What follows belongs to an exercise in optimizing a design on an open flow for small area, a short achievable clock period and few clock cycles; a production flow would make more cautious choices.
The RTL was checked by simulation tests, not by an equivalence proof against the original design.
Power figures rest on the tool's default switching activity, not on a simulated workload.

==> cedar <==
==> flow/design.v (excerpt) <==
module core_top (
    input  logic                    clk,
    input  logic                    rst,
    output logic [64-1:0]   pc,
    input  logic [32-1:0]   inst,
    output logic [64-1:0]   dmem_addr,
    output logic                    dmem_we,
    output logic [64-1:0]   dmem_wdata,
    output logic                    dmem_re,
    input  logic [64-1:0]   dmem_rdata,
    input  logic                    mem_stall,
    output logic                    commit_valid,
    output logic [64-1:0]   commit_pc,
    output logic [5-1:0] commit_rd,
    output logic                    commit_we,
    output logic [64-1:0]   commit_data
);
    logic [6:0] opc;
    logic [2:0] f3;
    logic [6:0] f7;
    logic [4:0] rd, rs1, rs2;
    assign opc = inst[6:0];
    assign f3  = inst[14:12];
    assign f7  = inst[31:25];
    assign rd  = inst[11:7];
    assign rs1 = inst[19:15];
    assign rs2 = inst[24:20];
    logic is_op, is_opimm, is_load, is_store, is_bropc, is_jal;
    assign is_op    = (opc == 7'b0110011);
    assign is_opimm = (opc == 7'b0010011);
    assign is_load  = (opc == 7'b0000011);
    assign is_store = (opc == 7'b0100011);
    assign is_bropc = (opc == 7'b1100011);
    assign is_jal   = (opc == 7'b1101111);
    logic f7z, op_add, op_sub, op_and, op_or, op_xor, op_slt;
    assign f7z    = (f7 == 7'h00);
    assign op_add = is_op && f7z && (f3 == 3'b000);
    assign op_sub = is_op && (f7 == 7'h20) && (f3 == 3'b000);
    assign op_and = is_op && f7z && (f3 == 3'b111);
    assign op_or  = is_op && f7z && (f3 == 3'b110);
    assign op_xor = is_op && f7z && (f3 == 3'b100);
    assign op_slt = is_op && f7z && (f3 == 3'b010);
    logic d_addi, d_ld, d_sd, d_br, d_we, d_pred, d_bimm, d_sub;
    assign d_addi = is_opimm && (f3 == 3'b000);
    assign d_ld   = is_load && (f3 == 3'b011);
    assign d_sd   = is_store && (f3 == 3'b011);
    assign d_br   = is_bropc && (f3[2:1] == 2'b00);
    assign d_we   = (rd != 5'd0) &&
  ...
==> flow/config.mk <==
export PLATFORM = sky130hd
export DESIGN_NAME = core_top
export DESIGN_NICKNAME = core_top
export VERILOG_FILES = /design/flow/design.v
export SDC_FILE = /design/flow/constraint.sdc
export NUM_CORES = 4
export LEC_CHECK = 0
export CAP_MARGIN = 20
export CORE_MARGIN = 2
export CORE_UTILIZATION = 35
export PLACE_DENSITY = 0.45
export SETUP_SLACK_MARGIN = 3.2
export SLEW_MARGIN = 20
export SYNTH_HIERARCHICAL = 1
==> flow/constraint.sdc <==
create_clock -name core_clock -period 6.5 [get_ports {clk}]
set_input_delay 1.3000 -clock core_clock [delete_from_list [all_inputs] [get_ports {clk}]]
set_output_delay 1.3000 -clock core_clock [all_outputs]
set_load 0.01 [all_outputs]
run.sh (not shown) runs the stock make flow with config.mk's settings and CLKGATE_MAP_FILE= SYNTH_SCRIPT=/design/flow/synth_recipe.tcl, a recipe that flattens the netlist after the stock synthesis.
==> xenon: changes against cedar <==
--- a/flow/design.v
+++ b/flow/design.v
@@ -49,15 +49,14 @@
 `timescale 1ns/1ps
 `default_nettype none
 module pfx_add #(parameter int W = 64) (
     input  logic [W-1:0] a,
     input  logic [W-1:0] b,
     input  logic         cin,
     output logic [W-1:0] s,
-    output logic         ctop,
     output logic         cout
 );
     localparam int L = (W > 32) ? 6 : (W > 16) ? 5 : (W > 8) ? 4 : (W > 4) ? 3 : (W > 2) ? 2 : 1;
     logic [W-1:0] g [L+1];
     logic [W-1:0] p [L+1];
     logic [W-1:0] hp;
     logic [W:0]   c;
@@ -78,15 +77,14 @@
                 end
             end
         end
         c[0] = cin;
         for (int i = 0; i < W; i++) c[i+1] = g[L][i];
     end
     assign s    = hp ^ c[W-1:0];
-    assign ctop = c[W-1];
     assign cout = c[W];
 endmodule
 module pfx_mask #(parameter int W = 64, parameter bit DEC = 1'b0) (
     input  logic [W-1:0] x,
     output logic [W-1:0] m
 );
     localparam int L = (W > 32) ? 6 : (W > 16) ? 5 : (W > 8) ? 4 : (W > 4) ? 3 : (W > 2) ? 2 : 1;
@@ -147,45 +145,39 @@
     input  logic        sub,
     input  logic        s_and,
     input  logic        s_or,
     input  logic        s_xor,
     input  logic        s_jal,
     input  logic [63:0] alt,
     output logic [63:0] sum,
-    output logic [63:0] sumn,
     output logic        lt,
     output logic [63:0] oth
 );
-    logic c63;
-    pfx_add #(.W(64)) u_sum (.a(a), .b(b), .cin(sub), .s(sum), .ctop(c63), .cout());
-    assign sumn = ~sum;
-    assign lt   = (a[63] == b[63]) ? a[63] : ~c63;
+    logic [63:0] bsub;
+    assign bsub = b ^ {64{sub}};
+    pfx_add #(.W(64)) u_sum (.a(a), .b(bsub), .cin(sub), .s(sum), .cout());
+    assign lt   = (a[63] != b[63]) ? a[63] : sum[63];
     assign oth = ({64{s_and}} & (a & b)) |
                  ({64{s_or}}  & (a | b)) |
                  ({64{s_xor}} & (a ^ b)) |
                  ({64{s_jal}} & alt);
 endmodule
-module fmux #(parameter bit USE_L = 1'b1, parameter bit USE_T = 1'b0,
-              parameter bit USE_N = 1'b0) (
+module fmux #(parameter bit USE_L = 1'b1, parameter bit USE_T = 1'b0) (
     input  logic        sS,
-    input  logic        sN,
     input  logic        sL,
-    input  logic        inv,
     input  logic        sT,
     input  logic [63:0] sum,
-    input  logic [63:0] sumn,
     input  logic        lt,
     input  logic [63:0] tgt,
     input  logic [63:0] rest,
     output logic [63:0] y
 );
     always_comb begin
         if (sS)                y = sum;
-        else if (USE_N && sN)  y = sumn;
-        else if (USE_L && sL)  y = {63'd0, lt} ^ {64{USE_N && inv}};
+        else if (USE_L && sL)  y = {63'd0, lt};
         else if (USE_T && sT)  y = tgt;
         else                   y = rest;
     end
 endmodule
 `default_nettype wire
 `timescale 1ns/1ps
 `default_nettype none
@@ -227,25 +219,24 @@
     assign f7z    = (f7 == 7'h00);
     assign op_add = is_op && f7z && (f3 == 3'b000);
     assign op_sub = is_op && (f7 == 7'h20) && (f3 == 3'b000);
     assign op_and = is_op && f7z && (f3 == 3'b111);
     assign op_or  = is_op && f7z && (f3 == 3'b110);
     assign op_xor = is_op && f7z && (f3 == 3'b100);
     assign op_slt = is_op && f7z && (f3 == 3'b010);
-    logic d_addi, d_ld, d_sd, d_br, d_we, d_pred, d_bimm, d_sub;
+    logic d_addi, d_ld, d_sd, d_br, d_we, d_pred, d_bimm;
     assign d_addi = is_opimm && (f3 == 3'b000);
     assign d_ld   = is_load && (f3 == 3'b011);
     assign d_sd   = is_store && (f3 == 3'b011);
     assign d_br   = is_bropc && (f3[2:1] == 2'b00);
     assign d_we   = (rd != 5'd0) &&
                     (op_add || op_sub || op_and || op_or || op_xor || op_slt ||
                      d_addi || d_ld || is_jal);
     assign d_pred = is_jal || (d_br && (inst[31] || f3[0]));
     assign d_bimm = d_addi || d_ld || d_sd;
-    assign d_sub  = op_sub || op_slt;
     logic [11:0] d_imm12;
     logic [12:0] d_boff;
     assign d_imm12 = is_store ? {inst[31:25], inst[11:7]} : inst[31:20];
     assign d_boff  = {inst[31], inst[7], inst[30:25], inst[11:8], 1'b0};
     logic [20:0] off;
     logic [63:0] pred_tgt;
     logic [63:0] pc_inc;
@@ -265,40 +256,34 @@
     logic [63:0] m_pc;
     logic [63:0] m_res;     
     logic [63:0] m_wdata;
     logic [4:0]  m_rd;
     logic        m_we;
     logic        m_ld;
     logic        m_mre, m_mwe;
-    logic [63:0] sum, sumn, oth;
+    logic [63:0] sum, oth;
     logic        lt;
     ex_alu u_alu (.a(ex_a), .b(ex_b), .sub(ex_sub), .s_and(ex_s_and), .s_or(ex_s_or),
-        .s_xor(ex_s_xor), .s_jal(ex_jal), .alt(ex_alt), .sum(sum), .sumn(sumn), .lt(lt),
-        .oth(oth));
+        .s_xor(ex_s_xor), .s_jal(ex_jal), .alt(ex_alt), .sum(sum), .lt(lt), .oth(oth));
     logic taken, mispredict;
     assign taken      = (ex_a == ex_b) ^ ex_bne;
     assign mispredict = ex_valid && ex_br && (taken != ex_pred);
     logic        stall;
     logic [63:0] m_result;
     assign stall    = mem_stall && (m_mre || m_mwe);
     assign m_result = m_ld ? dmem_rdata : m_res;
     assign dmem_addr  = m_res;
     assign dmem_wdata = m_wdata;
     assign dmem_we    = m_mwe;
     assign dmem_re    = m_mre;
-    always_ff @(posedge clk) begin
-        if (rst) commit_valid <= 1'b0;
-        else     commit_valid <= m_valid && !stall;
-    end
-    always_ff @(posedge clk) begin
-        commit_pc   <= m_pc;
-        commit_rd   <= m_rd;
-        commit_we   <= m_we;
-        commit_data <= m_result;
-    end
+    assign commit_valid = m_valid && !stall;
+    assign commit_pc    = m_pc;
+    assign commit_rd    = m_rd;
+    assign commit_we    = m_we;
+    assign commit_data  = m_result;
     logic [63:0] regs [1:31];
     logic [63:0] rv1, rv2, ra, rb, ralt, pc_oth;
     logic [63:0] ex_a_d, ex_b_d, ex_alt_d, m_res_d, pc_d;
     logic        sel_tgt;
     logic        e1, e2, m1, m2, use2, hz, kill, go;
     logic [31*64-1:0] rflat;
     always_comb begin
@@ -309,32 +294,29 @@
     assign e1 = ex_valid && ex_we && (ex_rd == rs1);
     assign e2 = ex_valid && ex_we && (ex_rd == rs2);
     assign m1 = m_valid && m_we && (m_rd == rs1);
     assign m2 = m_valid && m_we && (m_rd == rs2);
     assign ra   = e1 ? oth : (m1 ? m_result : rv1);
     assign rb   = e2 ? oth : (m2 ? m_result : rv2);
     assign ralt = d_sd ? rb : pc_inc;
-    fmux u_fa (.sS(e1 && ex_s_sum), .sN(1'b0), .sL(e1 && ex_s_slt), .inv(1'b0), .sT(1'b0),
-        .sum(sum), .sumn(sumn), .lt(lt), .tgt(64'd0), .rest(ra), .y(ex_a_d));
-    fmux #(.USE_N(1'b1)) u_fb (.sS(e2 && ex_s_sum && !d_bimm && !d_sub),
-        .sN(e2 && ex_s_sum && d_sub), .sL(e2 && ex_s_slt && !d_bimm), .inv(d_sub), .sT(1'b0),
-        .sum(sum), .sumn(sumn), .lt(lt), .tgt(64'd0),
-        .rest(d_bimm ? {{52{d_imm12[11]}}, d_imm12} : (rb ^ {64{d_sub}})), .y(ex_b_d));
-    fmux #(.USE_T(1'b1)) u_falt (.sS(d_sd && e2 && ex_s_sum), .sN(1'b0),
-        .sL(d_sd && e2 && ex_s_slt), .inv(1'b0), .sT(!d_sd && !d_pred), .sum(sum),
-        .sumn(sumn), .lt(lt), .tgt(pred_tgt), .rest(ralt), .y(ex_alt_d));
-    fmux u_fres (.sS(ex_s_sum), .sN(1'b0), .sL(ex_s_slt), .inv(1'b0), .sT(1'b0), .sum(sum),
-        .sumn(sumn), .lt(lt), .tgt(64'd0), .rest(oth), .y(m_res_d));
+    fmux u_fa (.sS(e1 && ex_s_sum), .sL(e1 && ex_s_slt), .sT(1'b0), .sum(sum), .lt(lt),
+        .tgt(64'd0), .rest(ra), .y(ex_a_d));
+    fmux u_fb (.sS(e2 && ex_s_sum && !d_bimm), .sL(e2 && ex_s_slt && !d_bimm), .sT(1'b0),
+        .sum(sum), .lt(lt), .tgt(64'd0),
+        .rest(d_bimm ? {{52{d_imm12[11]}}, d_imm12} : rb), .y(ex_b_d));
+    fmux #(.USE_T(1'b1)) u_falt (.sS(d_sd && e2 && ex_s_sum), .sL(d_sd && e2 && ex_s_slt),
+        .sT(!d_sd && !d_pred), .sum(sum), .lt(lt), .tgt(pred_tgt), .rest(ralt), .y(ex_alt_d));
+    fmux u_fres (.sS(ex_s_sum), .sL(ex_s_slt), .sT(1'b0), .sum(sum), .lt(lt), .tgt(64'd0),
+        .rest(oth), .y(m_res_d));
     assign use2 = is_op || is_store || is_bropc;
     assign hz   = ex_ld && (e1 || (e2 && use2));
     assign sel_tgt = d_pred && !hz && !mispredict && !stall;
     assign pc_oth  = stall ? m_pc : (mispredict ? ex_alt : (hz ? pc : pc_inc));
-    fmux #(.USE_L(1'b0), .USE_T(1'b1)) u_fpc (.sS(1'b0), .sN(1'b0), .sL(1'b0), .inv(1'b0),
-        .sT(sel_tgt), .sum(64'd0), .sumn(64'd0), .lt(1'b0), .tgt(pred_tgt), .rest(pc_oth),
-        .y(pc_d));
+    fmux #(.USE_L(1'b0), .USE_T(1'b1)) u_fpc (.sS(1'b0), .sL(1'b0), .sT(sel_tgt),
+        .sum(64'd0), .lt(1'b0), .tgt(pred_tgt), .rest(pc_oth), .y(pc_d));
     assign kill = mispredict || stall;
     assign go   = !kill && !hz;
     always_ff @(posedge clk) begin
         if (m_valid && m_we && !stall) begin
             regs[m_rd] <= m_result;
         end
     end
@@ -362,15 +344,15 @@
         ex_pc    <= pc;
         ex_a     <= ex_a_d;
         ex_b     <= ex_b_d;
         ex_alt   <= ex_alt_d;
         ex_rd    <= rd;
         ex_we    <= d_we;
         ex_s_sum <= op_add || op_sub || d_bimm;   
-        ex_sub   <= d_sub;
+        ex_sub   <= op_sub || op_slt;
         ex_s_and <= op_and;
         ex_s_or  <= op_or;
         ex_s_xor <= op_xor;
         ex_s_slt <= op_slt;
         ex_ld    <= d_ld;
         ex_sd    <= d_sd;
         ex_br    <= d_br;
CORE_UTILIZATION = 46   (was 35)
PLACE_DENSITY = 0.56   (was 0.45)
SETUP_SLACK_MARGIN = 2.9   (was 3.2)
==> violet: changes against cedar <==
--- a/flow/design.v
+++ b/flow/design.v
@@ -281,24 +281,19 @@
     logic [63:0] m_result;
     assign stall    = mem_stall && (m_mre || m_mwe);
     assign m_result = m_ld ? dmem_rdata : m_res;
     assign dmem_addr  = m_res;
     assign dmem_wdata = m_wdata;
     assign dmem_we    = m_mwe;
     assign dmem_re    = m_mre;
-    always_ff @(posedge clk) begin
-        if (rst) commit_valid <= 1'b0;
-        else     commit_valid <= m_valid && !stall;
-    end
-    always_ff @(posedge clk) begin
-        commit_pc   <= m_pc;
-        commit_rd   <= m_rd;
-        commit_we   <= m_we;
-        commit_data <= m_result;
-    end
+    assign commit_valid = m_valid && !stall;
+    assign commit_pc    = m_pc;
+    assign commit_rd    = m_rd;
+    assign commit_we    = m_we;
+    assign commit_data  = m_result;
     logic [63:0] regs [1:31];
     logic [63:0] rv1, rv2, ra, rb, ralt, pc_oth;
     logic [63:0] ex_a_d, ex_b_d, ex_alt_d, m_res_d, pc_d;
     logic        sel_tgt;
     logic        e1, e2, m1, m2, use2, hz, kill, go;
     logic [31*64-1:0] rflat;
     always_comb begin
CORE_UTILIZATION = 40   (was 35)
PLACE_DENSITY = 0.5   (was 0.45)
SETUP_SLACK_MARGIN = 2.9   (was 3.2)
==> harbor: changes against cedar <==
--- a/flow/design.v
+++ b/flow/design.v
@@ -49,15 +49,14 @@
 `timescale 1ns/1ps
 `default_nettype none
 module pfx_add #(parameter int W = 64) (
     input  logic [W-1:0] a,
     input  logic [W-1:0] b,
     input  logic         cin,
     output logic [W-1:0] s,
-    output logic         ctop,
     output logic         cout
 );
     localparam int L = (W > 32) ? 6 : (W > 16) ? 5 : (W > 8) ? 4 : (W > 4) ? 3 : (W > 2) ? 2 : 1;
     logic [W-1:0] g [L+1];
     logic [W-1:0] p [L+1];
     logic [W-1:0] hp;
     logic [W:0]   c;
@@ -78,15 +77,14 @@
                 end
             end
         end
         c[0] = cin;
         for (int i = 0; i < W; i++) c[i+1] = g[L][i];
     end
     assign s    = hp ^ c[W-1:0];
-    assign ctop = c[W-1];
     assign cout = c[W];
 endmodule
 module pfx_mask #(parameter int W = 64, parameter bit DEC = 1'b0) (
     input  logic [W-1:0] x,
     output logic [W-1:0] m
 );
     localparam int L = (W > 32) ? 6 : (W > 16) ? 5 : (W > 8) ? 4 : (W > 4) ? 3 : (W > 2) ? 2 : 1;
@@ -147,45 +145,39 @@
     input  logic        sub,
     input  logic        s_and,
     input  logic        s_or,
     input  logic        s_xor,
     input  logic        s_jal,
     input  logic [63:0] alt,
     output logic [63:0] sum,
-    output logic [63:0] sumn,
     output logic        lt,
     output logic [63:0] oth
 );
-    logic c63;
-    pfx_add #(.W(64)) u_sum (.a(a), .b(b), .cin(sub), .s(sum), .ctop(c63), .cout());
-    assign sumn = ~sum;
-    assign lt   = (a[63] == b[63]) ? a[63] : ~c63;
+    logic [63:0] bsub;
+    assign bsub = b ^ {64{sub}};
+    pfx_add #(.W(64)) u_sum (.a(a), .b(bsub), .cin(sub), .s(sum), .cout());
+    assign lt   = (a[63] != b[63]) ? a[63] : sum[63];
     assign oth = ({64{s_and}} & (a & b)) |
                  ({64{s_or}}  & (a | b)) |
                  ({64{s_xor}} & (a ^ b)) |
                  ({64{s_jal}} & alt);
 endmodule
-module fmux #(parameter bit USE_L = 1'b1, parameter bit USE_T = 1'b0,
-              parameter bit USE_N = 1'b0) (
+module fmux #(parameter bit USE_L = 1'b1, parameter bit USE_T = 1'b0) (
     input  logic        sS,
-    input  logic        sN,
     input  logic        sL,
-    input  logic        inv,
     input  logic        sT,
     input  logic [63:0] sum,
-    input  logic [63:0] sumn,
     input  logic        lt,
     input  logic [63:0] tgt,
     input  logic [63:0] rest,
     output logic [63:0] y
 );
     always_comb begin
         if (sS)                y = sum;
-        else if (USE_N && sN)  y = sumn;
-        else if (USE_L && sL)  y = {63'd0, lt} ^ {64{USE_N && inv}};
+        else if (USE_L && sL)  y = {63'd0, lt};
         else if (USE_T && sT)  y = tgt;
         else                   y = rest;
     end
 endmodule
 `default_nettype wire
 `timescale 1ns/1ps
 `default_nettype none
@@ -227,25 +219,24 @@
     assign f7z    = (f7 == 7'h00);
     assign op_add = is_op && f7z && (f3 == 3'b000);
     assign op_sub = is_op && (f7 == 7'h20) && (f3 == 3'b000);
     assign op_and = is_op && f7z && (f3 == 3'b111);
     assign op_or  = is_op && f7z && (f3 == 3'b110);
     assign op_xor = is_op && f7z && (f3 == 3'b100);
     assign op_slt = is_op && f7z && (f3 == 3'b010);
-    logic d_addi, d_ld, d_sd, d_br, d_we, d_pred, d_bimm, d_sub;
+    logic d_addi, d_ld, d_sd, d_br, d_we, d_pred, d_bimm;
     assign d_addi = is_opimm && (f3 == 3'b000);
     assign d_ld   = is_load && (f3 == 3'b011);
     assign d_sd   = is_store && (f3 == 3'b011);
     assign d_br   = is_bropc && (f3[2:1] == 2'b00);
     assign d_we   = (rd != 5'd0) &&
                     (op_add || op_sub || op_and || op_or || op_xor || op_slt ||
                      d_addi || d_ld || is_jal);
     assign d_pred = is_jal || (d_br && (inst[31] || f3[0]));
     assign d_bimm = d_addi || d_ld || d_sd;
-    assign d_sub  = op_sub || op_slt;
     logic [11:0] d_imm12;
     logic [12:0] d_boff;
     assign d_imm12 = is_store ? {inst[31:25], inst[11:7]} : inst[31:20];
     assign d_boff  = {inst[31], inst[7], inst[30:25], inst[11:8], 1'b0};
     logic [20:0] off;
     logic [63:0] pred_tgt;
     logic [63:0] pc_inc;
@@ -265,40 +256,34 @@
     logic [63:0] m_pc;
     logic [63:0] m_res;     
     logic [63:0] m_wdata;
     logic [4:0]  m_rd;
     logic        m_we;
     logic        m_ld;
     logic        m_mre, m_mwe;
-    logic [63:0] sum, sumn, oth;
+    logic [63:0] sum, oth;
     logic        lt;
     ex_alu u_alu (.a(ex_a), .b(ex_b), .sub(ex_sub), .s_and(ex_s_and), .s_or(ex_s_or),
-        .s_xor(ex_s_xor), .s_jal(ex_jal), .alt(ex_alt), .sum(sum), .sumn(sumn), .lt(lt),
-        .oth(oth));
+        .s_xor(ex_s_xor), .s_jal(ex_jal), .alt(ex_alt), .sum(sum), .lt(lt), .oth(oth));
     logic taken, mispredict;
     assign taken      = (ex_a == ex_b) ^ ex_bne;
     assign mispredict = ex_valid && ex_br && (taken != ex_pred);
     logic        stall;
     logic [63:0] m_result;
     assign stall    = mem_stall && (m_mre || m_mwe);
     assign m_result = m_ld ? dmem_rdata : m_res;
     assign dmem_addr  = m_res;
     assign dmem_wdata = m_wdata;
     assign dmem_we    = m_mwe;
     assign dmem_re    = m_mre;
-    always_ff @(posedge clk) begin
-        if (rst) commit_valid <= 1'b0;
-        else     commit_valid <= m_valid && !stall;
-    end
-    always_ff @(posedge clk) begin
-        commit_pc   <= m_pc;
-        commit_rd   <= m_rd;
-        commit_we   <= m_we;
-        commit_data <= m_result;
-    end
+    assign commit_valid = m_valid && !stall;
+    assign commit_pc    = m_pc;
+    assign commit_rd    = m_rd;
+    assign commit_we    = m_we;
+    assign commit_data  = m_result;
     logic [63:0] regs [1:31];
     logic [63:0] rv1, rv2, ra, rb, ralt, pc_oth;
     logic [63:0] ex_a_d, ex_b_d, ex_alt_d, m_res_d, pc_d;
     logic        sel_tgt;
     logic        e1, e2, m1, m2, use2, hz, kill, go;
     logic [31*64-1:0] rflat;
     always_comb begin
@@ -309,32 +294,29 @@
     assign e1 = ex_valid && ex_we && (ex_rd == rs1);
     assign e2 = ex_valid && ex_we && (ex_rd == rs2);
     assign m1 = m_valid && m_we && (m_rd == rs1);
     assign m2 = m_valid && m_we && (m_rd == rs2);
     assign ra   = e1 ? oth : (m1 ? m_result : rv1);
     assign rb   = e2 ? oth : (m2 ? m_result : rv2);
     assign ralt = d_sd ? rb : pc_inc;
-    fmux u_fa (.sS(e1 && ex_s_sum), .sN(1'b0), .sL(e1 && ex_s_slt), .inv(1'b0), .sT(1'b0),
-        .sum(sum), .sumn(sumn), .lt(lt), .tgt(64'd0), .rest(ra), .y(ex_a_d));
-    fmux #(.USE_N(1'b1)) u_fb (.sS(e2 && ex_s_sum && !d_bimm && !d_sub),
-        .sN(e2 && ex_s_sum && d_sub), .sL(e2 && ex_s_slt && !d_bimm), .inv(d_sub), .sT(1'b0),
-        .sum(sum), .sumn(sumn), .lt(lt), .tgt(64'd0),
-        .rest(d_bimm ? {{52{d_imm12[11]}}, d_imm12} : (rb ^ {64{d_sub}})), .y(ex_b_d));
-    fmux #(.USE_T(1'b1)) u_falt (.sS(d_sd && e2 && ex_s_sum), .sN(1'b0),
-        .sL(d_sd && e2 && ex_s_slt), .inv(1'b0), .sT(!d_sd && !d_pred), .sum(sum),
-        .sumn(sumn), .lt(lt), .tgt(pred_tgt), .rest(ralt), .y(ex_alt_d));
-    fmux u_fres (.sS(ex_s_sum), .sN(1'b0), .sL(ex_s_slt), .inv(1'b0), .sT(1'b0), .sum(sum),
-        .sumn(sumn), .lt(lt), .tgt(64'd0), .rest(oth), .y(m_res_d));
+    fmux u_fa (.sS(e1 && ex_s_sum), .sL(e1 && ex_s_slt), .sT(1'b0), .sum(sum), .lt(lt),
+        .tgt(64'd0), .rest(ra), .y(ex_a_d));
+    fmux u_fb (.sS(e2 && ex_s_sum && !d_bimm), .sL(e2 && ex_s_slt && !d_bimm), .sT(1'b0),
+        .sum(sum), .lt(lt), .tgt(64'd0),
+        .rest(d_bimm ? {{52{d_imm12[11]}}, d_imm12} : rb), .y(ex_b_d));
+    fmux #(.USE_T(1'b1)) u_falt (.sS(d_sd && e2 && ex_s_sum), .sL(d_sd && e2 && ex_s_slt),
+        .sT(!d_sd && !d_pred), .sum(sum), .lt(lt), .tgt(pred_tgt), .rest(ralt), .y(ex_alt_d));
+    fmux u_fres (.sS(ex_s_sum), .sL(ex_s_slt), .sT(1'b0), .sum(sum), .lt(lt), .tgt(64'd0),
+        .rest(oth), .y(m_res_d));
     assign use2 = is_op || is_store || is_bropc;
     assign hz   = ex_ld && (e1 || (e2 && use2));
     assign sel_tgt = d_pred && !hz && !mispredict && !stall;
     assign pc_oth  = stall ? m_pc : (mispredict ? ex_alt : (hz ? pc : pc_inc));
-    fmux #(.USE_L(1'b0), .USE_T(1'b1)) u_fpc (.sS(1'b0), .sN(1'b0), .sL(1'b0), .inv(1'b0),
-        .sT(sel_tgt), .sum(64'd0), .sumn(64'd0), .lt(1'b0), .tgt(pred_tgt), .rest(pc_oth),
-        .y(pc_d));
+    fmux #(.USE_L(1'b0), .USE_T(1'b1)) u_fpc (.sS(1'b0), .sL(1'b0), .sT(sel_tgt),
+        .sum(64'd0), .lt(1'b0), .tgt(pred_tgt), .rest(pc_oth), .y(pc_d));
     assign kill = mispredict || stall;
     assign go   = !kill && !hz;
     always_ff @(posedge clk) begin
         if (m_valid && m_we && !stall) begin
             regs[m_rd] <= m_result;
         end
     end
@@ -362,15 +344,15 @@
         ex_pc    <= pc;
         ex_a     <= ex_a_d;
         ex_b     <= ex_b_d;
         ex_alt   <= ex_alt_d;
         ex_rd    <= rd;
         ex_we    <= d_we;
         ex_s_sum <= op_add || op_sub || d_bimm;   
-        ex_sub   <= d_sub;
+        ex_sub   <= op_sub || op_slt;
         ex_s_and <= op_and;
         ex_s_or  <= op_or;
         ex_s_xor <= op_xor;
         ex_s_slt <= op_slt;
         ex_ld    <= d_ld;
         ex_sd    <= d_sd;
         ex_br    <= d_br;
CORE_UTILIZATION = 40   (was 35)
PLACE_DENSITY = 0.5   (was 0.45)
SETUP_SLACK_MARGIN = 2.4   (was 3.2)
==> metrics.md <==
| Metric | Value |
|---|---|
| Clk pwr share | `41.8%` |
| P&R area growth vs syn | `24.73%` |
| Run status | `complete, no violations` |
| Starting Density | `between 40% and 50%` |
| R2r endpoint | `m_res[0]` |
| Fin crit period | `3.981 ns` |
| Met3 routed WL | `slightly above 100000 um` |
| Power density of the placed cells | `253.3 nW/um^2` |
| DR pass1 iterations | `14` |
| Met3 global-route usage | `between 15 and 20%` |
Source of the figures above: xenon

==> metrics.md <==
| Metric | Value |
|---|---|
| Run status | `complete, no violations` |
| Power density of the placed cells | `approximately 260 nW/um^2` |
| Setup ws final | `roughly 2.1 ns` |
| Clk pwr share | `between 40% and 50%` |
| Fin crit period | `4.385 ns` |
| FF-to-FF Start | `ex_sub` |
| RSZ-0062 raised after global routing | `true` |
| Clock buffers | `356` |
| P&R area growth vs syn | `18.97%` |
| Starting Density | `roughly 40%` |
| DR pass1 iterations | `8` |
| R2r endpoint | `ex_b[0]` |
| Met3 global-route usage | `12.64%` |
| Sw frac | `about a quarter` |
Source of the figures above: harbor

==> metrics.md <==
| Metric | Value |
|---|---|
| Run status | `complete, no violations` |
| Power density of the placed cells | `approximately 250 nW/um^2` |
| Met3 routed WL | `84570 um` |
| P&R area growth vs syn | `32.45%` |
| Starting Density | `a little over a third` |
| Fin crit period | `between 3 and 4 ns` |
| Met3 global-route usage | `10.18%` |
| Placed Instance Area | `approximately 140000 sq um` |
| Total power | `about 43 mW` |
| Clk pwr share | `between 40% and 50%` |
Source of the figures above: cedar

==> metrics.md <==
| Metric | Value |
|---|---|
| Met3 routed WL | `around 96000 um` |
| Worst Setup Slack post-DPL | `a little over 0.7 ns` |
| Final setup fails | `0` |
| Layout cells sized above 1 | `between 20% and 30%` |
| # DRC | `0` |
| Run status | `complete, no violations` |
| Met3 global-route usage | `between 10% and 20%` |
| Wl on met1 | `~240000 um` |
| Vias | `106867` |
| Fin crit period | `roughly 4.0 ns` |
| Clk pwr share | `a little over two fifths` |
| Fin cells | `15796` |
| P&R area growth vs syn | `29.41%` |
| Power density of the placed cells | `around 240 nW/um^2` |
Source of the figures above: violet

Testbench counts of cedar, summed over its fixed seeds: cycles 52,865.
Testbench counts of xenon, summed over its fixed seeds: cycles 52,737.
Testbench counts of violet, summed over its fixed seeds: cycles 52,737.
Testbench counts of harbor, summed over its fixed seeds: cycles 52,737.

[re-timing with driven ports]
No port has a modelled driver above. Below, the same layouts with a new extraction and two added sets of constraints.
Step 1: set_driving_cell puts a clkbuf_16 on clk and a buf_2 on each other input, an assumption about the parent block.
Step 2 times the ports against the registers' clock, not the clock port: input delays grow and output delays shrink by t, the midpoint of the rising clock arrivals with the driver on.
Slacks: no drivers / after step 1 / after step 2; pairs: no drivers / after step 1.
run	shift t [ns]	setup slack, ns	slew at the worst register clock pin (ns)	worst data-port slew with drivers (ns)	pins driven straight from the clock port
cedar	1.062	2.615 / 2.197 / 1.134	0.07 / 0.07	0.64	1
xenon	1.014	2.519 / 2.232 / 1.218	0.07 / 0.07	0.60	1
violet	1.055	2.525 / 2.201 / 1.145	0.07 / 0.07	0.54	1
harbor	1.016	2.115 / 2.118 / 1.102	0.07 / 0.07	0.32	1
After both steps every run listed still meets setup and hold. For cedar, which loses most, drivers alone change the setup slack by -0.418 ns; drivers and shift together by -1.481 ns.
